This design comes from an exercise in tuning for a short achievable clock period and few clock cycles per item on the open sky130 flow, not from production work.
The RTL was checked by simulation tests, not by an equivalence proof against the original design.
Power and IR drop assume default switching activity.

## flow/design.v

```verilog
`timescale 1ns/1ps
`default_nettype none
package rv32i_pkg;
    typedef logic [31:0] word_t;
    typedef logic [4:0]  reg_idx_t;
    typedef logic [3:0]  byte_en_t;
    localparam logic [6:0] OP_REG   = 7'b0110011;
    localparam logic [6:0] OP_IMM   = 7'b0010011;
    localparam logic [6:0] OP_LUI   = 7'b0110111;
    localparam logic [6:0] OP_LOAD  = 7'b0000011;
    localparam logic [6:0] OP_STORE = 7'b0100011;
endpackage
`default_nettype wire
`timescale 1ns/1ps
`default_nettype none
module rv32i_core #(
    parameter rv32i_pkg::word_t RESET_PC = '0
) (
    input  logic                clk,
    input  logic                rst_n,
    output logic                instr_read,
    output rv32i_pkg::word_t    instr_addr,
    input  logic                instr_resp,
    input  rv32i_pkg::word_t    instr_rdata,
    output logic                data_read,
    output logic                data_write,
    output rv32i_pkg::byte_en_t data_mbe,
    output rv32i_pkg::word_t    data_addr,
    output rv32i_pkg::word_t    data_wdata,
    input  logic                data_resp,
    input  rv32i_pkg::word_t    data_rdata
);
    localparam int NF = 8;    
    localparam int NM = 4;    
    logic issue;
    logic [29:0] pc_q;
    logic        ireq_q;
    logic        fetch_ok;
    logic [31:0] fq [NF];
    logic [2:0]  fq_rp;
    logic [2:0]  fq_wp;
    logic [NF-1:0] fq_occ;    
    logic        fq_nz;
    logic        fq_pop;
    logic        fq_push;
    logic        i2_valid;
    logic        i2_free;
    logic        ir_valid;
    logic        ir_free;
    logic [31:0] w;
    assign instr_read = ireq_q;
    assign instr_addr = {pc_q, 2'b00};
    assign fetch_ok   = ireq_q && instr_resp;
    assign ir_free = !ir_valid || issue;
    assign i2_free = !i2_valid || ir_free;
    assign fq_nz   = fq_occ[0];
    assign fq_pop  = i2_free && fq_nz;
    assign fq_push = fetch_ok && !(i2_free && !fq_nz);
    always_ff @(posedge clk) begin
        if (!rst_n) begin
            pc_q     <= RESET_PC[31:2];
            ireq_q   <= 1'b1;
            fq_rp    <= '0;
            fq_wp    <= '0;
            fq_occ   <= '0;
            i2_valid <= 1'b0;
            ir_valid <= 1'b0;
        end else begin
            if (fetch_ok) begin
                pc_q <= pc_q + 30'd1;
            end
            case ({fq_push, fq_pop})
                2'b10: begin
                    fq_occ <= {fq_occ[NF-2:0], 1'b1};
                    ireq_q <= !fq_occ[NF-2];
                end
                2'b01: begin
                    fq_occ <= {1'b0, fq_occ[NF-1:1]};
                    ireq_q <= 1'b1;
                end
                default: begin
                    ireq_q <= !fq_occ[NF-1];
                end
            endcase
            if (fq_push) begin
                fq_wp <= fq_wp + 3'd1;
            end
            if (fq_pop) begin
                fq_rp <= fq_rp + 3'd1;
            end
            if (i2_free) begin
                i2_valid <= fq_nz || fetch_ok;
            end
            if (ir_free) begin
                ir_valid <= i2_valid;
            end
        end
    end
    always_ff @(posedge clk) begin
        if (fetch_ok) begin
            fq[fq_wp] <= instr_rdata;
        end
    end
    assign w = fq_nz ? fq[fq_rp] : instr_rdata;
    logic        d_use1, d_use2, d_wr, d_ld, d_st, d_bimm, d_azero;
    logic [31:0] d_imm;
    logic        d_add, d_cmp, d_cmpu, d_xor, d_or, d_and, d_sll, d_sr, d_sub, d_sra;
    logic [2:0]  f3;
    assign f3 = w[14:12];
    always_comb begin
        d_use1  = 1'b0;
        d_use2  = 1'b0;
        d_wr    = 1'b0;
        d_ld    = 1'b0;
        d_st    = 1'b0;
        d_bimm  = 1'b0;
        d_azero = 1'b0;
        d_imm   = {{20{w[31]}}, w[31:20]};
        d_add   = 1'b0;
        d_cmp   = 1'b0;
        d_cmpu  = 1'b0;
        d_xor   = 1'b0;
        d_or    = 1'b0;
        d_and   = 1'b0;
        d_sll   = 1'b0;
        d_sr    = 1'b0;
        d_sub   = 1'b0;
        d_sra   = 1'b0;
        case (w[6:0])
            rv32i_pkg::OP_REG, rv32i_pkg::OP_IMM: begin
                d_use1 = 1'b1;
                d_use2 = w[6:0] == rv32i_pkg::OP_REG;
                d_bimm = w[6:0] == rv32i_pkg::OP_IMM;
                d_wr   = 1'b1;
                d_add  = f3 == 3'b000;
                d_sll  = f3 == 3'b001;
                d_cmp  = f3 == 3'b010 || f3 == 3'b011;
                d_cmpu = f3[0];
                d_xor  = f3 == 3'b100;
                d_sr   = f3 == 3'b101;
                d_or   = f3 == 3'b110;
                d_and  = f3 == 3'b111;
                d_sub  = (f3 == 3'b000 && w[30] && w[6:0] == rv32i_pkg::OP_REG) || f3 == 3'b010 || f3 == 3'b011;
                d_sra  = w[30];
            end
            rv32i_pkg::OP_LUI: begin
                d_wr    = 1'b1;
                d_bimm  = 1'b1;
                d_azero = 1'b1;
                d_add   = 1'b1;
                d_imm   = {w[31:12], 12'h000};
            end
            rv32i_pkg::OP_LOAD: begin
                d_use1 = 1'b1;
                d_wr   = 1'b1;
                d_ld   = 1'b1;
                d_bimm = 1'b1;
                d_add  = 1'b1;
            end
            rv32i_pkg::OP_STORE: begin
                d_use1 = 1'b1;
                d_use2 = 1'b1;
                d_st   = 1'b1;
                d_bimm = 1'b1;
                d_add  = 1'b1;
                d_imm  = {{20{w[31]}}, w[31:25], w[11:7]};
            end
            default: ;
        endcase
        if (w[11:7] == 5'd0) begin
            d_wr = 1'b0;
        end
    end
    logic [4:0]  i2_rs1, i2_rs2, i2_rd;
    logic [31:0] i2_rs1_oh, i2_rs2_oh, i2_rd_oh;
    logic        i2_use1, i2_use2, i2_wr, i2_ld, i2_st, i2_bimm, i2_azero;
    logic [31:0] i2_imm;
    logic [2:0]  i2_f3;
    logic        i2_add, i2_cmp, i2_cmpu, i2_xor, i2_or, i2_and, i2_sll, i2_sr, i2_sub, i2_sra;
    always_ff @(posedge clk) begin
        if (i2_free) begin
            i2_rs1    <= w[19:15];
            i2_rs2    <= w[24:20];
            i2_rd     <= w[11:7];
            i2_rs1_oh <= 32'd1 << w[19:15];
            i2_rs2_oh <= 32'd1 << w[24:20];
            i2_rd_oh  <= 32'd1 << w[11:7];
            i2_use1   <= d_use1;
            i2_use2   <= d_use2;
            i2_wr     <= d_wr;
            i2_ld     <= d_ld;
            i2_st     <= d_st;
            i2_bimm   <= d_bimm;
            i2_azero  <= d_azero;
            i2_imm    <= d_imm;
            i2_f3     <= f3;
            i2_add    <= d_add;
            i2_cmp    <= d_cmp;
            i2_cmpu   <= d_cmpu;
            i2_xor    <= d_xor;
            i2_or     <= d_or;
            i2_and    <= d_and;
            i2_sll    <= d_sll;
            i2_sr     <= d_sr;
            i2_sub    <= d_sub;
            i2_sra    <= d_sra;
        end
    end
    logic [4:0]  ir_rs1, ir_rs2, ir_rd;
    logic [31:0] ir_rs1_oh, ir_rs2_oh, ir_rd_oh;
    logic        ir_use1, ir_use2, ir_wr, ir_ld, ir_st, ir_bimm, ir_azero;
    logic [31:0] ir_imm;
    logic [2:0]  ir_f3;
    logic        ir_add, ir_cmp, ir_cmpu, ir_xor, ir_or, ir_and, ir_sll, ir_sr, ir_sub, ir_sra;
    always_ff @(posedge clk) begin
        if (ir_free) begin
            ir_rs1    <= i2_rs1;
            ir_rs2    <= i2_rs2;
            ir_rd     <= i2_rd;
            ir_rs1_oh <= i2_rs1_oh;
            ir_rs2_oh <= i2_rs2_oh;
            ir_rd_oh  <= i2_rd_oh;
            ir_use1   <= i2_use1;
            ir_use2   <= i2_use2;
            ir_wr     <= i2_wr;
            ir_ld     <= i2_ld;
            ir_st     <= i2_st;
            ir_bimm   <= i2_bimm;
            ir_azero  <= i2_azero;
            ir_imm    <= i2_imm;
            ir_f3     <= i2_f3;
            ir_add    <= i2_add;
            ir_cmp    <= i2_cmp;
            ir_cmpu   <= i2_cmpu;
            ir_xor    <= i2_xor;
            ir_or     <= i2_or;
            ir_and    <= i2_and;
            ir_sll    <= i2_sll;
            ir_sr     <= i2_sr;
            ir_sub    <= i2_sub;
            ir_sra    <= i2_sra;
        end
    end
    logic        e1_valid;
    logic [31:0] e1_a, e1_b, e1_s;
    logic        e1_fa, e1_fb, e1_fs;
    logic        e1_sd;        
    logic [4:0]  e1_sa;        
    logic        e1_fsa;
    logic [4:0]  e1_rd;
    logic        e1_wr, e1_ld, e1_st;
    logic [2:0]  e1_f3;
    logic        e1_add, e1_cmp, e1_cmpu, e1_xor, e1_or, e1_and, e1_sll, e1_sr, e1_sub, e1_sra;
    logic        e2_valid;
    logic [31:0] e2_p;         
    logic [31:0] e2_c0;        
    logic [31:0] e2_pp;        
    logic [3:0]  e2_g;         
    logic [3:0]  e2_pa;        
    logic        e2_cin;
    logic [31:0] e2_x;         
    logic [1:0]  e2_sh;        
    logic        e2_sll, e2_sr, e2_sra;
    logic        e2_a31, e2_b31;
    logic [4:0]  e2_rd;
    logic        e2_wr, e2_ld, e2_st;
    logic [2:0]  e2_f3;
    logic        e2_add, e2_cmp, e2_cmpu;
    logic [3:0]  e2_mbe;
    logic [31:0] e2_wd;
    logic        e2_sd;
    logic [31:0] res_q;
    logic [31:0] res_oh;       
    logic [31:0] lr_q;
    logic [31:0] lr_oh;
    logic [31:0] busy;
    logic        mq_ld   [NM];
    logic        mq_st   [NM];
    logic [9:0]  mq_lo   [NM];    
    logic [19:0] mq_hb   [NM];    
    logic [19:0] mq_ha   [NM];    
    logic        mq_hs   [NM];    
    logic [19:0] hd_hi;           
    logic        rq_ld, rq_st;    
    logic [1:0]  mq_off  [NM];
    logic [2:0]  mq_f3   [NM];
    logic [4:0]  mq_rd   [NM];
    logic        mq_wr   [NM];
    logic [3:0]  mq_mbe  [NM];
    logic [31:0] mq_wd   [NM];
    logic [NM-1:0] mq_occ;    
    logic [NM-1:0] mem_inf;   
    logic        room;
    assign room = !mem_inf[NM-1];
    logic        e1_alu, e2_fwd, e1_mem, e2_mem;
    logic        push_here   [NM];
    logic        push_behind [NM];
    logic        mq_pop;
    logic        ret_ok;     
    logic        ret_now;    
    assign e1_alu  = e1_valid && e1_wr && !e1_ld;
    assign e2_fwd  = e2_valid && e2_wr && !e2_ld;
    assign e1_mem  = e1_valid && (e1_ld || e1_st);
    assign e2_mem  = e2_valid && (e2_ld || e2_st);
    assign mq_pop  = (rq_ld || rq_st) && data_resp;
    assign ret_ok  = rq_ld && mq_wr[0];
    assign ret_now = ret_ok && data_resp;
    logic [31:0] regs [32];
    always_ff @(posedge clk) begin
        if (!rst_n) begin
            for (int i = 0; i < 32; i++) begin
                regs[i] <= '0;
            end
        end else begin
            for (int i = 1; i < 32; i++) begin
                if (res_oh[i]) begin
                    regs[i] <= res_q;
                end else if (lr_oh[i]) begin
                    regs[i] <= lr_q;
                end
            end
        end
    end
    logic ir_b1, ir_b2, ir_bd, ir_m1, ir_m2, ir_f1, ir_f2, ir_r1, ir_r2, ir_l1, ir_l2;
    logic ir_u1, ir_u2;
    logic ir_t1, ir_t2, ir_td;
    logic ir_ldwr, ir_aluwr;
    assign ir_ldwr  = ir_ld && ir_wr;
    assign ir_aluwr = ir_wr && !ir_ld;
    function automatic logic [5:0] next_state(
        input logic [4:0]  rs,
        input logic [31:0] rs_oh,
        input logic [31:0] busy_v,
        input logic [4:0]  ir_rd_v,
        input logic        set_v,      
        input logic        alu_v,      
        input logic        lui_v,      
        input logic        clr_v,      
        input logic [4:0]  head_rd,
        input logic        e1_alu_v,
        input logic [4:0]  e1_rd_v,
        input logic        e2_fwd_v,
        input logic [4:0]  e2_rd_v
    );
        logic b, m, u, f, r, l;
        b = ((|(busy_v & rs_oh)) && !(clr_v && head_rd == rs)) || (set_v && ir_rd_v == rs);
        m = alu_v && ir_rd_v == rs;
        u = lui_v && ir_rd_v == rs;
        f = e1_alu_v && e1_rd_v == rs;
        r = e2_fwd_v && e2_rd_v == rs;
        l = clr_v && head_rd == rs && !r;
        next_state = {b, m, u, f, r, l};
    endfunction
    logic hm0_ok, hm1_ok, hme_ok, pb0, ph0;
    assign hm0_ok = mq_ld[0] && mq_wr[0];
    assign hm1_ok = mq_ld[1] && mq_wr[1];
    assign hme_ok = e1_valid && e1_ld && e1_wr && !ag_sel;
    assign pb0    = push_behind[0];
    assign ph0    = push_here[0];
    function automatic logic head_next(
        input logic [4:0] rs,
        input logic       pop
    );
        logic t_pop, t_stay;
        t_pop  = (hm1_ok && mq_rd[1] == rs) || (pb0 && hme_ok && e1_rd == rs);
        t_stay = (hm0_ok && mq_rd[0] == rs) || (ph0 && hme_ok && e1_rd == rs);
        head_next = pop ? t_pop : t_stay;
    endfunction
    logic [5:0] n1_hold, n2_hold, nd_hold, n1_new, n2_new, nd_new;
    logic       set_now, alu_now, lui_now;
    assign set_now = issue && ir_ldwr;
    assign alu_now = issue && ir_aluwr && !ir_azero;
    assign lui_now = issue && ir_wr && ir_azero;
    always_comb begin
        n1_hold = next_state(ir_rs1, ir_rs1_oh, busy, ir_rd, 1'b0, 1'b0, 1'b0, ret_now, mq_rd[0],
                             e1_alu, e1_rd, e2_fwd, e2_rd);
        n2_hold = next_state(ir_rs2, ir_rs2_oh, busy, ir_rd, 1'b0, 1'b0, 1'b0, ret_now, mq_rd[0],
                             e1_alu, e1_rd, e2_fwd, e2_rd);
        nd_hold = next_state(ir_rd, ir_rd_oh, busy, ir_rd, 1'b0, 1'b0, 1'b0, ret_now, mq_rd[0],
                             e1_alu, e1_rd, e2_fwd, e2_rd);
        n1_new  = next_state(i2_rs1, i2_rs1_oh, busy, ir_rd, set_now, alu_now, lui_now, ret_now, mq_rd[0],
                             e1_alu, e1_rd, e2_fwd, e2_rd);
        n2_new  = next_state(i2_rs2, i2_rs2_oh, busy, ir_rd, set_now, alu_now, lui_now, ret_now, mq_rd[0],
                             e1_alu, e1_rd, e2_fwd, e2_rd);
        nd_new  = next_state(i2_rd, i2_rd_oh, busy, ir_rd, set_now, alu_now, lui_now, ret_now, mq_rd[0],
                             e1_alu, e1_rd, e2_fwd, e2_rd);
    end
    always_ff @(posedge clk) begin
        if (ir_free) begin
            {ir_b1, ir_m1, ir_u1, ir_f1, ir_r1, ir_l1} <= n1_new;
            {ir_b2, ir_m2, ir_u2, ir_f2, ir_r2, ir_l2} <= n2_new;
            ir_bd <= nd_new[5];
            ir_t1 <= head_next(i2_rs1, mq_pop);
            ir_t2 <= head_next(i2_rs2, mq_pop);
            ir_td <= head_next(i2_rd, mq_pop);
        end else begin
            {ir_b1, ir_m1, ir_u1, ir_f1, ir_r1, ir_l1} <= n1_hold;
            {ir_b2, ir_m2, ir_u2, ir_f2, ir_r2, ir_l2} <= n2_hold;
            ir_bd <= nd_hold[5];
            ir_t1 <= head_next(ir_rs1, mq_pop);
            ir_t2 <= head_next(ir_rs2, mq_pop);
            ir_td <= head_next(ir_rd, mq_pop);
        end
    end
    logic        ret1, ret2, retd;
    logic        haz1, haz2, hazd;
    logic [31:0] rf1, rf2, v1, v2;
    logic [31:0] sh;
    logic [31:0] ld_val;
    assign ret1 = ir_t1;
    assign ret2 = ir_t2;
    assign retd = ir_td;
    assign haz1 = ir_use1 && ((ir_b1 && !(ret1 && data_resp)) || ir_m1 || (ir_f1 && (ir_ld || ir_st)));
    assign haz2 = ir_use2 && ((ir_b2 && !(ret2 && data_resp)) || ir_m2);
    assign hazd = ir_wr && ir_bd && !(retd && data_resp);
    assign issue = ir_valid && !haz1 && !haz2 && !hazd && (!(ir_ld || ir_st) || room);
    always_comb begin
        rf1 = '0;
        rf2 = '0;
        for (int i = 1; i < 32; i++) begin
            rf1 = rf1 | ({32{ir_rs1_oh[i]}} & regs[i]);
            rf2 = rf2 | ({32{ir_rs2_oh[i]}} & regs[i]);
        end
        if (ir_u1) begin
            v1 = e1_b;
        end else if (ret1) begin
            v1 = ld_val;
        end else if (ir_r1) begin
            v1 = res_q;
        end else if (ir_l1) begin
            v1 = lr_q;
        end else begin
            v1 = rf1;
        end
        if (ir_u2) begin
            v2 = e1_b;
        end else if (ret2) begin
            v2 = ld_val;
        end else if (ir_r2) begin
            v2 = res_q;
        end else if (ir_l2) begin
            v2 = lr_q;
        end else begin
            v2 = rf2;
        end
    end
    always_ff @(posedge clk) begin
        if (!rst_n) begin
            e1_valid <= 1'b0;
            busy     <= '0;
            mem_inf  <= '0;
        end else begin
            e1_valid <= issue && (ir_wr || ir_ld || ir_st);
            busy     <= (busy & ~((ret_now) ? (32'd1 << mq_rd[0]) : 32'd0))
                      | (set_now ? (ir_rd_oh & ~32'd1) : 32'd0);
            case ({issue && (ir_ld || ir_st), mq_pop})
                2'b10:   mem_inf <= {mem_inf[NM-2:0], 1'b1};
                2'b01:   mem_inf <= {1'b0, mem_inf[NM-1:1]};
                default: ;
            endcase
        end
    end
    always_ff @(posedge clk) begin
        e1_a    <= ir_azero ? 32'd0 : v1;
        e1_fa   <= ir_f1 && !ir_u1 && !ir_azero;
        e1_b    <= ir_bimm ? ir_imm : v2;
        e1_fb   <= ir_f2 && !ir_u2 && !ir_bimm;
        e1_s    <= v2;
        e1_fs   <= ir_f2 && !ir_u2 && !ir_m2;
        e1_sd   <= ir_m2;
        e1_sa   <= (ir_sll || ir_sr) ? (ir_bimm ? ir_imm[4:0] : v2[4:0]) : 5'd0;
        e1_fsa  <= (ir_sll || ir_sr) && ir_f2 && !ir_u2 && !ir_bimm;
        e1_rd   <= ir_rd;
        e1_wr   <= ir_wr;
        e1_ld   <= ir_ld;
        e1_st   <= ir_st;
        e1_f3   <= ir_f3;
        e1_add  <= ir_add;
        e1_cmp  <= ir_cmp;
        e1_cmpu <= ir_cmpu;
        e1_xor  <= ir_xor;
        e1_or   <= ir_or;
        e1_and  <= ir_and;
        e1_sll  <= ir_sll;
        e1_sr   <= ir_sr;
        e1_sub  <= ir_sub;
        e1_sra  <= ir_sra;
    end
    logic [31:0] a, b, s, bx;
    logic [31:0] gg, p, c0, pp;
    logic [3:0]  bg, bp;
    logic [1:0]  lo2;
    logic [31:0] slc, src, x;
    logic [32:0] src_w;
    logic [31:0] st_data;
    logic [3:0]  st_mbe;
    assign a  = e1_fa ? res_q : e1_a;
    assign b  = e1_fb ? res_q : e1_b;
    assign s  = e1_fs ? res_q : e1_s;
    assign bx = b ^ {32{e1_sub}};
    logic [4:0] sa;
    assign sa = e1_fsa ? res_q[4:0] : e1_sa;
    assign gg = a & bx;
    assign p  = a ^ bx;
    always_comb begin
        for (int k = 0; k < 4; k++) begin
            c0[8*k] = 1'b0;
            pp[8*k] = 1'b1;
            for (int i = 1; i < 8; i++) begin
                c0[8*k+i] = gg[8*k+i-1] || (p[8*k+i-1] && c0[8*k+i-1]);
                pp[8*k+i] = pp[8*k+i-1] && p[8*k+i-1];
            end
            bg[k] = gg[8*k+7] || (p[8*k+7] && c0[8*k+7]);
            bp[k] = pp[8*k+7] && p[8*k+7];
        end
    end
    logic [11:0] ag_lo, ag_g, ag_p, ag_c;
    logic [19:0] ag_inc, ag_dec, ag_alt;
    logic [19:0] ag_on, ag_zr;
    logic        ag_sel;
    always_comb begin
        ag_g = e1_a[11:0] & e1_b[11:0];
        ag_p = e1_a[11:0] ^ e1_b[11:0];
        for (int d = 1; d < 12; d = d * 2) begin
            for (int i = 11; i >= d; i--) begin
                ag_g[i] = ag_g[i] || (ag_p[i] && ag_g[i - d]);
                ag_p[i] = ag_p[i] && ag_p[i - d];
            end
        end
        ag_c  = {ag_g[10:0], 1'b0};
        ag_lo = e1_a[11:0] ^ e1_b[11:0] ^ ag_c;
        ag_on = e1_a[31:12];
        ag_zr = ~e1_a[31:12];
        for (int d = 1; d < 20; d = d * 2) begin
            for (int i = 19; i >= d; i--) begin
                ag_on[i] = ag_on[i] && ag_on[i - d];
                ag_zr[i] = ag_zr[i] && ag_zr[i - d];
            end
        end
        ag_inc = e1_a[31:12] ^ {ag_on[18:0], 1'b1};
        ag_dec = e1_a[31:12] ^ {ag_zr[18:0], 1'b1};
        ag_alt = e1_b[31] ? ag_dec : ag_inc;
        ag_sel = ag_g[11] ^ e1_b[31];
    end
    assign lo2 = ag_lo[1:0];
    assign slc   = a << {sa[4:2], 2'b00};
    assign src_w = $signed({e1_sra && a[31], a}) >>> {sa[4:2], 2'b00};
    assign src   = src_w[31:0];
    assign x = ({32{e1_xor}} & (a ^ b))
             | ({32{e1_or}}  & (a | b))
             | ({32{e1_and}} & (a & b))
             | ({32{e1_sll}} & slc)
             | ({32{e1_sr}}  & src);
    always_comb begin
        case (e1_f3[1:0])
            2'b00:   st_data = {4{s[7:0]}};
            2'b01:   st_data = {2{s[15:0]}};
            default: st_data = s;
        endcase
        case (e1_f3[1:0])
            2'b00:   st_mbe = 4'b0001 << lo2;
            2'b01:   st_mbe = 4'b0011 << lo2;
            default: st_mbe = 4'b1111;
        endcase
    end
    always_ff @(posedge clk) begin
        if (!rst_n) begin
            e2_valid <= 1'b0;
        end else begin
            e2_valid <= e1_valid;
        end
    end
    always_ff @(posedge clk) begin
        e2_p    <= p;
        e2_c0   <= c0;
        e2_pp   <= pp;
        e2_g    <= bg;
        e2_pa   <= bp;
        e2_cin  <= e1_sub;
        e2_x    <= x;
        e2_sh   <= sa[1:0];
        e2_sll  <= e1_sll;
        e2_sr   <= e1_sr;
        e2_sra  <= e1_sra;
        e2_a31  <= a[31];
        e2_b31  <= b[31];
        e2_rd   <= e1_rd;
        e2_wr   <= e1_wr;
        e2_ld   <= e1_ld;
        e2_st   <= e1_st;
        e2_f3   <= e1_f3;
        e2_add  <= e1_add;
        e2_cmp  <= e1_cmp;
        e2_cmpu <= e1_cmpu;
        e2_mbe  <= st_mbe;
        e2_wd   <= st_data;
        e2_sd   <= e1_sd;
    end
    logic [4:0]  c;       
    logic [31:0] cb;      
    logic [31:0] sum;
    logic        lt;
    logic [31:0] sl_v, sr_v;
    logic [32:0] sr_w;
    logic [31:0] ex2_res;
    always_comb begin
        c[0] = e2_cin;
        for (int k = 0; k < 4; k++) begin
            c[k + 1] = e2_g[k] || (e2_pa[k] && c[k]);
        end
        for (int k = 0; k < 4; k++) begin
            cb[8*k +: 8] = e2_c0[8*k +: 8] | (e2_pp[8*k +: 8] & {8{c[k]}});
        end
    end
    assign sum  = e2_p ^ cb;
    logic [31:0] wd;
    always_comb begin
        if (e2_sd) begin
            case (e2_f3[1:0])
                2'b00:   wd = {4{res_q[7:0]}};
                2'b01:   wd = {2{res_q[15:0]}};
                default: wd = res_q;
            endcase
        end else begin
            wd = e2_wd;
        end
    end
    assign lt   = e2_cmpu ? !c[4] : ((e2_a31 != e2_b31) ? e2_a31 : sum[31]);
    assign sl_v = e2_x << e2_sh;
    assign sr_w = $signed({e2_sra && e2_x[31], e2_x}) >>> e2_sh;
    assign sr_v = sr_w[31:0];
    assign ex2_res = ({32{e2_add}} & sum)
                   | ({32{e2_cmp}} & {31'd0, lt})
                   | ({32{e2_sll}} & sl_v)
                   | ({32{e2_sr}}  & sr_v)
                   | ({32{!(e2_add || e2_cmp || e2_sll || e2_sr)}} & e2_x);
    always_ff @(posedge clk) begin
        if (!rst_n) begin
            res_oh <= '0;
        end else begin
            res_oh <= e2_fwd ? ((32'd1 << e2_rd) & ~32'd1) : 32'd0;
        end
    end
    always_ff @(posedge clk) begin
        res_q <= ex2_res;
    end
    assign data_read  = rq_ld;
    assign data_write = rq_st;
    assign data_addr  = {hd_hi, mq_lo[0], 2'b00};
    assign data_mbe   = mq_mbe[0];
    assign data_wdata = mq_wd[0];
    always_comb begin
        for (int i = 0; i < NM; i++) begin
            push_here[i]   = e1_mem && (i == 0 || mq_occ[(i + NM - 1) % NM]) && !mq_occ[i];
            push_behind[i] = e1_mem && mq_occ[i] && (i + 1 == NM || !mq_occ[(i + 1) % NM]);
        end
    end
    always_ff @(posedge clk) begin
        if (!rst_n) begin
            mq_occ <= '0;
            for (int i = 0; i < NM; i++) begin
                mq_ld[i] <= 1'b0;
                mq_st[i] <= 1'b0;
            end
        end else begin
            case ({e1_mem, mq_pop})
                2'b10:   mq_occ <= {mq_occ[NM-2:0], 1'b1};
                2'b01:   mq_occ <= {1'b0, mq_occ[NM-1:1]};
                default: ;
            endcase
            for (int i = 0; i < NM; i++) begin
                if (mq_pop) begin
                    if (push_behind[i]) begin
                        mq_ld[i] <= e1_ld;
                        mq_st[i] <= e1_st;
                    end else if (i + 1 < NM) begin
                        mq_ld[i] <= mq_ld[(i + 1) % NM];
                        mq_st[i] <= mq_st[(i + 1) % NM];
                    end else begin
                        mq_ld[i] <= 1'b0;
                        mq_st[i] <= 1'b0;
                    end
                end else if (push_here[i]) begin
                    mq_ld[i] <= e1_ld;
                    mq_st[i] <= e1_st;
                end
            end
        end
    end
    always_ff @(posedge clk) begin
        for (int i = 0; i < NM; i++) begin
            if (mq_pop ? push_behind[i] : push_here[i]) begin
                mq_lo[i]  <= ag_lo[11:2];
                mq_off[i] <= ag_lo[1:0];
                mq_hb[i]  <= e1_a[31:12];
                mq_ha[i]  <= ag_alt;
                mq_hs[i]  <= ag_sel;
                mq_f3[i]  <= e1_f3;
                mq_rd[i]  <= e1_rd;
                mq_wr[i]  <= e1_wr;
                mq_mbe[i] <= st_mbe;
                mq_wd[i]  <= st_data;
            end else if (mq_pop && i + 1 < NM) begin
                mq_lo[i]  <= mq_lo[(i + 1) % NM];
                mq_off[i] <= mq_off[(i + 1) % NM];
                mq_hb[i]  <= mq_hb[(i + 1) % NM];
                mq_ha[i]  <= mq_ha[(i + 1) % NM];
                mq_hs[i]  <= mq_hs[(i + 1) % NM];
                mq_f3[i]  <= mq_f3[(i + 1) % NM];
                mq_rd[i]  <= mq_rd[(i + 1) % NM];
                mq_wr[i]  <= mq_wr[(i + 1) % NM];
                mq_mbe[i] <= mq_mbe[(i + 1) % NM];
                mq_wd[i]  <= mq_wd[(i + 1) % NM];
            end
        end
    end
    always_ff @(posedge clk) begin
        if (!rst_n) begin
            rq_ld <= 1'b0;
            rq_st <= 1'b0;
        end else if (mq_pop ? push_behind[0] : push_here[0]) begin
            rq_ld <= e1_ld && !ag_sel;
            rq_st <= e1_st && !ag_sel;
        end else if (mq_pop) begin
            rq_ld <= mq_ld[1];
            rq_st <= mq_st[1];
        end else begin
            rq_ld <= mq_ld[0];
            rq_st <= mq_st[0];
        end
    end
    always_ff @(posedge clk) begin
        if (mq_pop ? push_behind[0] : push_here[0]) begin
            hd_hi <= e1_a[31:12];
        end else if (mq_pop) begin
            hd_hi <= mq_hs[1] ? mq_ha[1] : mq_hb[1];
        end else if (!(rq_ld || rq_st)) begin
            hd_hi <= mq_ha[0];
        end
    end
    assign sh = data_rdata >> {mq_off[0], 3'b000};
    always_comb begin
        case (mq_f3[0])
            3'b000:  ld_val = {{24{sh[7]}}, sh[7:0]};
            3'b001:  ld_val = {{16{sh[15]}}, sh[15:0]};
            3'b100:  ld_val = {24'd0, sh[7:0]};
            3'b101:  ld_val = {16'd0, sh[15:0]};
            default: ld_val = data_rdata;
        endcase
    end
    always_ff @(posedge clk) begin
        if (!rst_n) begin
            lr_oh <= '0;
        end else begin
            lr_oh <= ret_now ? ((32'd1 << mq_rd[0]) & ~32'd1) : 32'd0;
        end
    end
    always_ff @(posedge clk) begin
        lr_q <= ld_val;
    end
endmodule
`default_nettype wire
```

## flow/constraint.sdc

```tcl
create_clock -name core_clock -period 5.5 [get_ports {clk}]
set_input_delay 1.1000 -clock core_clock [delete_from_list [all_inputs] [get_ports {clk}]]
set_output_delay 1.1000 -clock core_clock [all_outputs]
set_load 0.01 [all_outputs]
```

## flow/config.mk

```make
export PLATFORM = sky130hd
export DESIGN_NAME = rv32i_core
export DESIGN_NICKNAME = rv32i_core
export VERILOG_FILES = /design/flow/design.v
export SDC_FILE = /design/flow/constraint.sdc
export NUM_CORES = 4
export LEC_CHECK = 0
export CAP_MARGIN = 20
export CORE_MARGIN = 2
export CORE_UTILIZATION = 30
export PLACE_DENSITY = 0.35
export SETUP_SLACK_MARGIN = 3.0
export SLEW_MARGIN = 20
```

## flow/run.sh

```bash
#!/bin/bash
# synth_recipe.tcl (not shown) runs the flow's synth.tcl, then flattens the netlist and writes it again
# the make line also repeats each setting of config.mk as NAME=value (left out here)
make -C /OpenROAD-flow-scripts/flow DESIGN_CONFIG=/design/flow/config.mk WORK_HOME=/design/flow/orfs CLKGATE_MAP_FILE= SYNTH_SCRIPT=/design/flow/synth_recipe.tcl finish
```

==> results of run 1 <==
-- power by group through the flow --
stage	registers, mW	clock network, mW	logic (mW)
after floorplan	20.5	0	2.70
final	20.7	21.6	9.20
after global placement	21.4	0	5.33
after detailed placement	21.4	0	5.37
after CTS	20.7	21.9	7.89
after global routing	20.7	22.5	9.12
-- cell usage after synthesis, types with 11 or more instances --
| master | instances |
|---|---|
| sky130_fd_sc_hd__nor4_1 | 25 |
| sky130_fd_sc_hd__ha_1 | 119 |
| sky130_fd_sc_hd__buf_2 | 53 |
| sky130_fd_sc_hd__a221oi_1 | 361 |
| sky130_fd_sc_hd__mux4_2 | 78 |
| sky130_fd_sc_hd__a222oi_1 | 12 |
| sky130_fd_sc_hd__a22oi_1 | 400 |
| sky130_fd_sc_hd__or3_1 | 15 |
| sky130_fd_sc_hd__a22o_1 | 368 |
| sky130_fd_sc_hd__xor2_1 | 97 |
| sky130_fd_sc_hd__a31oi_1 | 15 |
| sky130_fd_sc_hd__xnor2_1 | 141 |
| sky130_fd_sc_hd__dfxtp_1 | 1504 |
| sky130_fd_sc_hd__a31o_2 | 13 |
| sky130_fd_sc_hd__o211ai_1 | 51 |
| sky130_fd_sc_hd__nor3b_1 | 22 |
| sky130_fd_sc_hd__a311oi_1 | 11 |
| sky130_fd_sc_hd__buf_1 | 256 |
| sky130_fd_sc_hd__clkbuf_1 | 898 |
| sky130_fd_sc_hd__a21oi_1 | 1354 |
| sky130_fd_sc_hd__nor2_1 | 2421 |
| sky130_fd_sc_hd__o32ai_1 | 51 |
| sky130_fd_sc_hd__a221o_1 | 42 |
| sky130_fd_sc_hd__or2_2 | 13 |
| sky130_fd_sc_hd__clkbuf_2 | 27 |
| sky130_fd_sc_hd__nand2_1 | 543 |
| sky130_fd_sc_hd__o211a_1 | 27 |
| sky130_fd_sc_hd__a211oi_1 | 28 |
| sky130_fd_sc_hd__nor3_1 | 62 |
| sky130_fd_sc_hd__nand2b_1 | 31 |
| sky130_fd_sc_hd__nor2b_1 | 28 |
| sky130_fd_sc_hd__and3_1 | 27 |
| sky130_fd_sc_hd__o21a_1 | 23 |
| sky130_fd_sc_hd__mux2i_1 | 1208 |
| sky130_fd_sc_hd__o21ai_1 | 11 |
| sky130_fd_sc_hd__o221ai_1 | 29 |
| sky130_fd_sc_hd__a21o_1 | 53 |
| sky130_fd_sc_hd__nand4_1 | 166 |
| sky130_fd_sc_hd__o21ai_0 | 230 |
| sky130_fd_sc_hd__inv_1 | 152 |
| sky130_fd_sc_hd__o22ai_1 | 19 |
| sky130_fd_sc_hd__mux2_2 | 204 |
| sky130_fd_sc_hd__nand3_1 | 132 |
| sky130_fd_sc_hd__and2_1 | 21 |
| sky130_fd_sc_hd__edfxtp_1 | 973 |
-- stage by stage --
step,hold WS [ps],area (sq um),setup WS (ps),util,cells
global placement,314,129000,998,0.322,17080
detailed placement,317,129000,1070,0.322,17082
finish,329,154000,2620,0.386,18412
floorplan,310,121000,922,-,12486
global route,333,154000,2700,0.386,18368
CTS,330,150000,2660,0.375,18181
-- routing by layer --
metal | vias to the layer above | GRT usage
met2 | 7854 | 0.496
met4 | 52 | 0.224
met3 | 2165 | 0.111
met1 | 57249 | 0.464
li1 | 46247 | -
met5 | - | 0
-- final cells by class --
type / instances / share of cell area
Multi-Input combinational cell: 8609 / 0.399
Sequential cell: 2477 / 0.388
Timing Repair Buffer: 1286 / 0.0982
Clock buffer: 442 / 0.0584
Tap cell: 5265 / 0.0427
Clock inverter: 121 / 0.00907
Inverter: 161 / 0.00452
Antenna cell: 48 / 0.000778
Timing Repair inverter: 3 / 0.000162
-- sequential cells by signal, indices dropped and copies added (netlist names), 40 cells and up, named ones only --
register,count
regs,992
fq,256
mq_wd,128
mq_ha,80
mq_hb,60
mq_lo,40
-- logic make-up after synthesis --
group | share of synthesized area
simple gates | 0.122
compound gates | 0.176
flops | 0.492
mux | 0.135
buf+inv | 0.0452
xor+xnor | 0.0173
fa+ha+maj | 0.0125
other cells | 0.0000311
-- what timing repair did --
item / 4_1_cts / 5_1_grt
gates resized for setup: 1435 / 603
pin swaps: 283 / 325
gates cloned: 57 / 12
endpoints found under the setup margin: 1458 / 976
setup buffers: 479 / 171
-- worst reg2reg max path: cells and delay by family, from the launching register on --
family	cells	cell delay, ps
buffers and inverters	3	440
AO/OA/AOI/OAI	5	1520
flip-flops	1	520
AND/OR/NAND/NOR	1	230
-- final timing paths --
check | start | endpoint | slack (ps)
setup / recovery | ir_rs2_oh[4] | e1_b[8] | 2620
hold / removal | e1_add | e2_add | 330
setup reg to reg | ir_rs2_oh[4] | e1_b[8] | 2620
hold reg to reg | e1_add | e2_add | 330
==> insert_results.sql, run 1 <==
INSERT INTO impl_metrics (metric_group, metric, value, unit) VALUES
('job', 'drv.max_cap_violation_count', '0', ''),
('finish', 'finalNetCount', '13040', ''),
('placed_design', 'portbufs', '166', ''),
('power_and_ir_drop', 'power.clock.fraction', '0.419', ''),
('power_and_ir_drop', 'power.ir.vdd_worst', '0.234', 'mV'),
('worst_setup_path', 'path_depth', '9', ''),
('finish', 'most_frequent_cells_in_the_layout', 'sky130_fd_sc_hd__nor2_1 (2353), sky130_fd_sc_hd__dfxtp_1 (1330), sky130_fd_sc_hd__a21oi_1 (1326), sky130_fd_sc_hd__mux2i_1 (1125), sky130_fd_sc_hd__edfxtp_1 (973)', ''),
('global_route', 'grt_overflow_total', '0', ''),
('global_route', 'grt_pass1_wl', '977000', 'um'),
('finish', 'layout_commonest_cell', 'sky130_fd_sc_hd__nor2_1', ''),
('route', 'top_layer', 'met5', ''),
('worst_setup_path', 'arr_time_crit_path', '3670', 'ps'),
('worst_setup_path', 'timing.critical_path.max_delay_family', 'compound AO/OA/AOI/OAI gates', ''),
('power_and_ir_drop', 'pwr-share-seq', '0.402', ''),
('route', 'ant_nets', '0', ''),
('synth', 'ys.warnings.count', '16', ''),
('power_and_ir_drop', 'pwr-share-comb', '0.179', ''),
('clock_network', 'tritoncts.num_buffers', '314', ''),
('synth', 'synth.area.top_cells', 'sky130_fd_sc_hd__dfxtp_1 (25%), sky130_fd_sc_hd__edfxtp_1 (24%), sky130_fd_sc_hd__mux2i_1 (10%), sky130_fd_sc_hd__nor2_1 (7.5%), sky130_fd_sc_hd__a21oi_1 (5.6%)', ''),
('route', 'met3_length', '85800', 'um'),
('worst_setup_path', 'crit_chain', 'buf_4 -> buf_6 -> buf_12 -> a22o_1 -> a221oi_2 -> nand4_1 -> o32ai_4 -> o211a_4 -> o41ai_2', ''),
('synth', 'post_synth.cell_area_avg', '9.66', 'sq um'),
('worst_setup_path', 'worstSetupEndpointType', 'flop', ''),
('min_path', 'hold_path_class', 'reg2reg', ''),
('route', 'first_pass_iters', '9', ''),
('power_and_ir_drop', 'power_density', '334', 'mW/mm^2'),
('timing', 'fin_setup_tns', '0', 'ps'),
('route', 'detail_route.wirelength', '754000', 'um'),
('timing', 'timing.max_slew.rel_slack', '0.183', ''),
('power_and_ir_drop', 'p_total', '51.5', 'mW'),
('placed_design', 'dp.final_hpwl', '426000', 'um'),
('synth', 'synth.largest_area_cell', 'sky130_fd_sc_hd__dfxtp_1', ''),
('clock_network', 'source_to_sink_clock_delay_at_the_later_pin_of_the_worst_skew_pair', '990', 'ps'),
('route', 'drt_iter0_drc', '16481', ''),
('worst_setup_path', 'ff2ff_path_depth', '9', ''),
('finish', 'synthesis_to_finish_area_growth', '27.9', '%'),
('finish', 'multi_input_comb_area', '0.0615', 'sq mm'),
('placed_design', 'globalplace.congestion', '0.897', ''),
('power_and_ir_drop', 'cell_internal_pwr', '35.8', 'mW'),
('global_route', 'grt_pass1_vias', '103258', ''),
('synth', 'synth-seq-area-share', '0.492', ''),
('timing', 'final-hold-violation-count', '0', ''),
('timing', 'finalMaxSlewViolations', '0', ''),
('timing', 'post_layout_min_period', '2880', 'ps'),
('floorplan', 'start_util', '0.302', ''),
('timing', 'layout_worst_path_cycle_share', '0.523', ''),
('synth', 'syn_area', '0.121', 'sq mm'),
('route', 'vias_per_cell', '6.17', ''),
('finish', 'layout-drive-gt1-share', '0.226', ''),
('worst_setup_path', 'critical_path.max_stage_delay', '730', 'ps'),
('synth', 'synth-async-reset-ratio', '0', ''),
('route', 'drc', '0', ''),
('worst_setup_path', 'slowest_stage', 'sky130_fd_sc_hd__o32ai_4', ''),
('timing', 'highest_attainable_clock_frequency', '0.348', 'GHz'),
('floorplan', 'dieHeight', '638', 'um'),
('floorplan', 'core-area', '0.400', 'sq mm'),
('global_route', 'global_route_usage_sum', '0.352', ''),
('outcome', 'outcome', 'no timing/DRC/antenna violations', ''),
('clock_network', 'holdBufCountCts', '0', ''),
('clock_network', 'clock_sinks', '2477', ''),
('timing', 'final.setup_skew', '99.1', 'ps'),
('global_route', 'number_of_antenna_violations_at_the_first_check_in_global_routing', '78', ''),
('power_and_ir_drop', 'static-leakage-power', '56.0', 'nW'),
('floorplan', 'fp.dieW', '638', 'um'),
('route', 'via_count', '113567', ''),
('route', 'detail_route.wl_per_cell', '40.9', 'um'),
('timing', 'tightestPinTransition', '1230', 'ps'),
('worst_setup_path', 'timing.critical_path.fanout_max', '4', ''),
('clock_network', 'worst_setup_hold_path_clk_slew', '60', 'ps'),
('synth', 'post_synth_inst_count', '12483', ''),
('worst_setup_path', 'cp_data_required_time', '6300', 'ps');
Testbench counts, summed over its fixed seeds: cycles 31,042, instrs 25,048.
==> inputs of run 2 (changes only) <==
--- a/flow/design.v
+++ b/flow/design.v
@@ -219,4 +219,2 @@
             ir_rd     <= i2_rd;
-            ir_rs1_oh <= i2_rs1_oh;
-            ir_rs2_oh <= i2_rs2_oh;
             ir_rd_oh  <= i2_rd_oh;
@@ -243,2 +241,6 @@
     end
+    always_ff @(posedge clk) begin
+        ir_rs1_oh <= ir_free ? i2_rs1_oh : (32'd1 << ir_rs1);
+        ir_rs2_oh <= ir_free ? i2_rs2_oh : (32'd1 << ir_rs2);
+    end
     logic        e1_valid;
@@ -246,3 +248,2 @@
     logic        e1_fa, e1_fb, e1_fs;
-    logic        e1_sd;        
     logic [4:0]  e1_sa;        
@@ -265,8 +266,4 @@
     logic [4:0]  e2_rd;
-    logic        e2_wr, e2_ld, e2_st;
-    logic [2:0]  e2_f3;
+    logic        e2_wr, e2_ld;
     logic        e2_add, e2_cmp, e2_cmpu;
-    logic [3:0]  e2_mbe;
-    logic [31:0] e2_wd;
-    logic        e2_sd;
     logic [31:0] res_q;
@@ -294,3 +291,3 @@
     assign room = !mem_inf[NM-1];
-    logic        e1_alu, e2_fwd, e1_mem, e2_mem;
+    logic        e1_alu, e2_fwd, e1_mem;
     logic        push_here   [NM];
@@ -303,3 +300,2 @@
     assign e1_mem  = e1_valid && (e1_ld || e1_st);
-    assign e2_mem  = e2_valid && (e2_ld || e2_st);
     assign mq_pop  = (rq_ld || rq_st) && data_resp;
@@ -469,3 +465,2 @@
         e1_fs   <= ir_f2 && !ir_u2 && !ir_m2;
-        e1_sd   <= ir_m2;
         e1_sa   <= (ir_sll || ir_sr) ? (ir_bimm ? ir_imm[4:0] : v2[4:0]) : 5'd0;
@@ -589,4 +584,2 @@
         e2_ld   <= e1_ld;
-        e2_st   <= e1_st;
-        e2_f3   <= e1_f3;
         e2_add  <= e1_add;
@@ -594,5 +587,2 @@
         e2_cmpu <= e1_cmpu;
-        e2_mbe  <= st_mbe;
-        e2_wd   <= st_data;
-        e2_sd   <= e1_sd;
     end
@@ -615,14 +605,2 @@
     assign sum  = e2_p ^ cb;
-    logic [31:0] wd;
-    always_comb begin
-        if (e2_sd) begin
-            case (e2_f3[1:0])
-                2'b00:   wd = {4{res_q[7:0]}};
-                2'b01:   wd = {2{res_q[15:0]}};
-                default: wd = res_q;
-            endcase
-        end else begin
-            wd = e2_wd;
-        end
-    end
     assign lt   = e2_cmpu ? !c[4] : ((e2_a31 != e2_b31) ? e2_a31 : sum[31]);
==> run 2 against run 1 <==
Sequential power is essentially flat; core utilization decreased by 1.4 points; non-clock buffer count shrank 221; synthesized area up 0.27%; setup slack better by 150 ps; final cell count is 0.28% lower; critical endpoint is now data_addr[29]; sequential share of layout area grew 0.93 points.
==> insert_results.sql, run 2 <==
INSERT INTO impl_metrics (metric_group, metric, value, unit) VALUES
('outcome', 'outcome', 'no timing/DRC/antenna violations', ''),
('floorplan', 'core-area', '0.402', 'sq mm'),
('clock_network', 'tritoncts.num_buffers', '312', ''),
('finish', 'finalNetCount', '12976', ''),
('worst_setup_path', 'critical_path.max_stage_delay', '480', 'ps'),
('route', 'drt_iter0_drc', '17361', ''),
('global_route', 'pin_count_of_the_biggest_net_entering_global_routing', '134', ''),
('timing', 'final-hold-violation-count', '0', ''),
('synth', 'number_of_enable_type_register_cells_in_the_synthesized_netlist', '909', ''),
('synth', 'post_synth_inst_count', '12671', ''),
('worst_setup_path', 'crit_chain', 'buf_6', ''),
('power_and_ir_drop', 'power_density', '336', 'mW/mm^2'),
('synth', 'synth.largest_area_cell', 'sky130_fd_sc_hd__dfxtp_1', ''),
('route', 'ant_nets', '0', ''),
('worst_setup_path', 'worst_setup_path_start_kind', 'flop', ''),
('worst_setup_path', 'timing.critical_path.fanout_max', '1', ''),
('global_route', 'grt_overflow_total', '0', ''),
('worst_setup_path', 'arr_time_crit_path', '1630', 'ps'),
('worst_setup_path', 'worstSetupEndpointType', 'primary output', ''),
('synth', 'ys.warnings.count', '16', ''),
('synth', 'synth.ff_latch_count', '2477', ''),
('power_and_ir_drop', 'static-leakage-power', '54.0', 'nW'),
('floorplan', 'dieHeight', '639', 'um'),
('timing', 'finalSetupViolations', '0', ''),
('global_route', 'grt_pass1_wl', '973000', 'um'),
('timing', 'timing.max_slew.rel_slack', '0.219', ''),
('worst_setup_path', 'class_of_the_most_critical_setup_path', 'reg2out', ''),
('timing', 'highest_attainable_clock_frequency', '0.366', 'GHz'),
('placed_design', 'instance_area_at_placement', '0.129', 'sq mm'),
('placed_design', 'placement.setup.worst_slack', '916', 'ps'),
('synth', 'synth-seq-area-share', '0.485', ''),
('finish', 'layout_commonest_cell', 'sky130_fd_sc_hd__nor2_1', ''),
('synth', 'yosys.cell_types.count', '90', ''),
('timing', 'layout_worst_path_cycle_share', '0.496', ''),
('clock_network', 'cts_htree_levels', '5', ''),
('min_path', 'hold_path_class', 'reg2reg', ''),
('clock_network', 'clock_sinks', '2477', ''),
('floorplan', 'floorplan.io_pins', '171', ''),
('clock_network', 'clk_path_buf_depth', '4', ''),
('route', 'first_pass_iters', '9', ''),
('floorplan', 'rows', '233', ''),
('finish', 'register_name_with_the_most_flops', 'regs', ''),
('worst_setup_path', 'worstPathBufferInverterCount', '1', ''),
('clock_network', 'source_to_sink_clock_delay_at_the_later_pin_of_the_worst_skew_pair', '980', 'ps'),
('synth', 'synth_commonest_cells', 'sky130_fd_sc_hd__nor2_1 (2438), sky130_fd_sc_hd__dfxtp_1 (1568), sky130_fd_sc_hd__a21oi_1 (1363)', ''),
('route', 'vias_per_cell', '6.13', ''),
('power_and_ir_drop', 'p_total', '50.2', 'mW'),
('timing', 'final.setup_skew', '59.6', 'ps'),
('finish', 'finish.instance_area', '0.150', 'sq mm'),
('timing', 'fin_setup_tns', '0', 'ps'),
('route', 'via_count', '112575', ''),
('route', 'detail_route.wl_per_cell', '40.4', 'um'),
('timing', 'post_layout_min_period', '2730', 'ps'),
('synth', 'synth.area.top_cells', 'sky130_fd_sc_hd__dfxtp_1 (26%), sky130_fd_sc_hd__edfxtp_1 (23%), sky130_fd_sc_hd__mux2i_1 (9.9%), sky130_fd_sc_hd__nor2_1 (7.6%), sky130_fd_sc_hd__a21oi_1 (5.6%)', ''),
('timing', 'final_critical_path_setup_slack', '2770', 'ps'),
('placed_design', 'dp.final_hpwl', '436000', 'um'),
('finish', 'finalCoreUtilization', '0.372', ''),
('route', 'detail_route.wirelength', '742000', 'um'),
('placed_design', 'globalplace.congestion', '0.929', ''),
('global_route', 'global_route_usage_sum', '0.349', ''),
('worst_setup_path', 'cp_data_required_time', '4400', 'ps'),
('clock_network', 'cts_root_buf', 'sky130_fd_sc_hd__clkbuf_16', ''),
('clock_network', 'worst_setup_hold_path_clk_slew', '60', 'ps'),
('synth', 'post_synth.cell_area_avg', '9.55', 'sq um'),
('finish', 'most_frequent_cells_in_the_layout', 'sky130_fd_sc_hd__nor2_1 (2402), sky130_fd_sc_hd__a21oi_1 (1339), sky130_fd_sc_hd__dfxtp_1 (1331), sky130_fd_sc_hd__mux2i_1 (1122), sky130_fd_sc_hd__edfxtp_1 (909)', ''),
('synth', 'synth-async-reset-ratio', '0', ''),
('finish', 'synthesis_to_finish_area_growth', '23.7', '%'),
('worst_setup_path', 'slowest_stage', 'sky130_fd_sc_hd__edfxtp_1', ''),
('timing', 'grt_setup_unrepaired', 'true', ''),
('job', 'drv.max_cap_violation_count', '0', ''),
('route', 'drc', '0', ''),
('global_route', 'number_of_antenna_violations_at_the_first_check_in_global_routing', '67', ''),
('synth', 'synth_top_area_frac', '0.260', ''),
('synth', 'synthMostInstantiatedCell', 'sky130_fd_sc_hd__nor2_1', ''),
('floorplan', 'start_util', '0.301', ''),
('global_route', 'grt_pass1_vias', '103480', ''),
('synth', 'syn_area', '0.121', 'sq mm'),
('floorplan', 'fp.dieW', '639', 'um'),
('synth', 'synth_flop_cell', 'sky130_fd_sc_hd__dfxtp_1', ''),
('floorplan', 'design.die.area', '0.408', 'sq mm'),
('finish', 'num-fill-cells', '39640', ''),
('power_and_ir_drop', 'power.ir.vdd_worst', '0.246', 'mV'),
('placed_design', 'portbufs', '166', ''),
('timing', 'finalMaxSlewViolations', '0', ''),
('timing', 'tightestPinTransition', '1170', 'ps'),
('worst_setup_path', 'timing.critical_path.max_delay_family', 'flip-flops', ''),
('clock_network', 'tritoncts', 'built', ''),
('finish', 'layout-drive-gt1-share', '0.193', ''),
('finish', 'top_regs', 'regs: 992 flops, fq: 256 flops, mq_wd: 128 flops', ''),
('finish', 'largest_register_ffs', '992', '');
[run 2: timing repair]
action,in CTS,in global routing
buffers inserted,378,103
endpoints found under the hold margin,0,0
setup endpoints to repair,1595,918
resized for setup,1233,294
hold buffers,0,0
gates cloned,32,9
pin swaps,137,147
[run 2: final timing paths]
path                            startpoint       endpoint  slack [ps]  cells after the start
worst min register to register    ir_f3[1]       e1_f3[1]         320                      0
worst max register to register    e1_a[14]   mq_ha[0][18]        2790                      7
worst min-delay path              ir_f3[1]       e1_f3[1]         320                      0
worst max-delay path             hd_hi[17]  data_addr[29]        2770                      1
[run 2: final cells by class]
| type | count | area (sq um) | share of cell area |
|---|---|---|---|
| Tap cell | 5287 | 6620 | 0.0442 |
| Antenna cell | 38 | 95.1 | 0.000636 |
| Timing Repair Buffer | 1065 | 11700 | 0.0781 |
| Inverter | 159 | 669 | 0.00447 |
| Multi-Input combinational cell | 8773 | 60700 | 0.406 |
| Clock buffer | 445 | 9160 | 0.0612 |
| Sequential cell | 2477 | 59400 | 0.397 |
| Clock inverter | 117 | 1250 | 0.00839 |
[run 2: report_power, final]
| group | switching (mW) | internal [mW] |
|---|---|---|
| registers | 1.22 | 19.7 |
| logic | 5.31 | 2.51 |
| clock network | 8.87 | 12.6 |
[run 2: per-layer routing]
metal,vias up,part of all wire,GRT usage
li1,46338,-,-
met1,56495,0.41,0.467
met2,7664,0.41,0.499
met3,2040,0.11,0.102
met4,38,0.068,0.198
met5,-,0.00073,0.00225
[run 2: stage by stage]
stage / hold slack [ps] / std cells
after floorplan: 310 / 12674
after global placement: 332 / 17238
after detailed placement: 329 / 17239
after CTS: 333 / 18211
after global routing: 348 / 18330
final: 320 / 18361
[run 2: cells by family (layout without fill, tap and decap cells)]
| family | after synthesis | count (layout) | share of synthesized area |
|---|---|---|---|
| other cells | 1 | 42 | 0.0000310 |
| flops | 2477 | 2477 | 0.485 |
| buf+inv | 1437 | 1786 | 0.0458 |
| mux | 1494 | 1497 | 0.134 |
| compound gates | 3239 | 3242 | 0.179 |
| fa+ha+maj | 120 | 120 | 0.0125 |
| simple gates | 3666 | 3673 | 0.126 |
| xor+xnor | 237 | 237 | 0.0179 |
Testbench counts of run 2, summed over its fixed seeds: cycles 31,042, instrs 25,048.

## re-timing with driven ports
The flow's constraints put no driver on any port. The routed layouts listed below were extracted and timed again, unchanged, in two steps.
Step 1, drivers: a clkbuf_16 drives clk and a buf_2 each remaining input, both assumed.
Step 2 times the ports against the registers' clock, not the clock port: input delays grow and output delays shrink by t, the midpoint of the rising clock arrivals with the driver on.
a / b / c = no drivers / after step 1 / after step 2; a / b = the first two.
run	t, ns	slack for setup (ns)	hold slack, ns	worst setup path at the end	pins driven straight from the clock port
run 1	1.049	2.623 / 2.623 / 1.805	0.329 / 0.329 / 0.329	input to register	1
run 2	1.069	2.771 / 2.658 / 1.986	0.320 / 0.320 / 0.320	input to register	1
After both steps setup and hold are still met in every run listed. For run 1, which loses most, drivers alone change the setup slack by 0.000 ns; drivers and shift together by -0.818 ns.
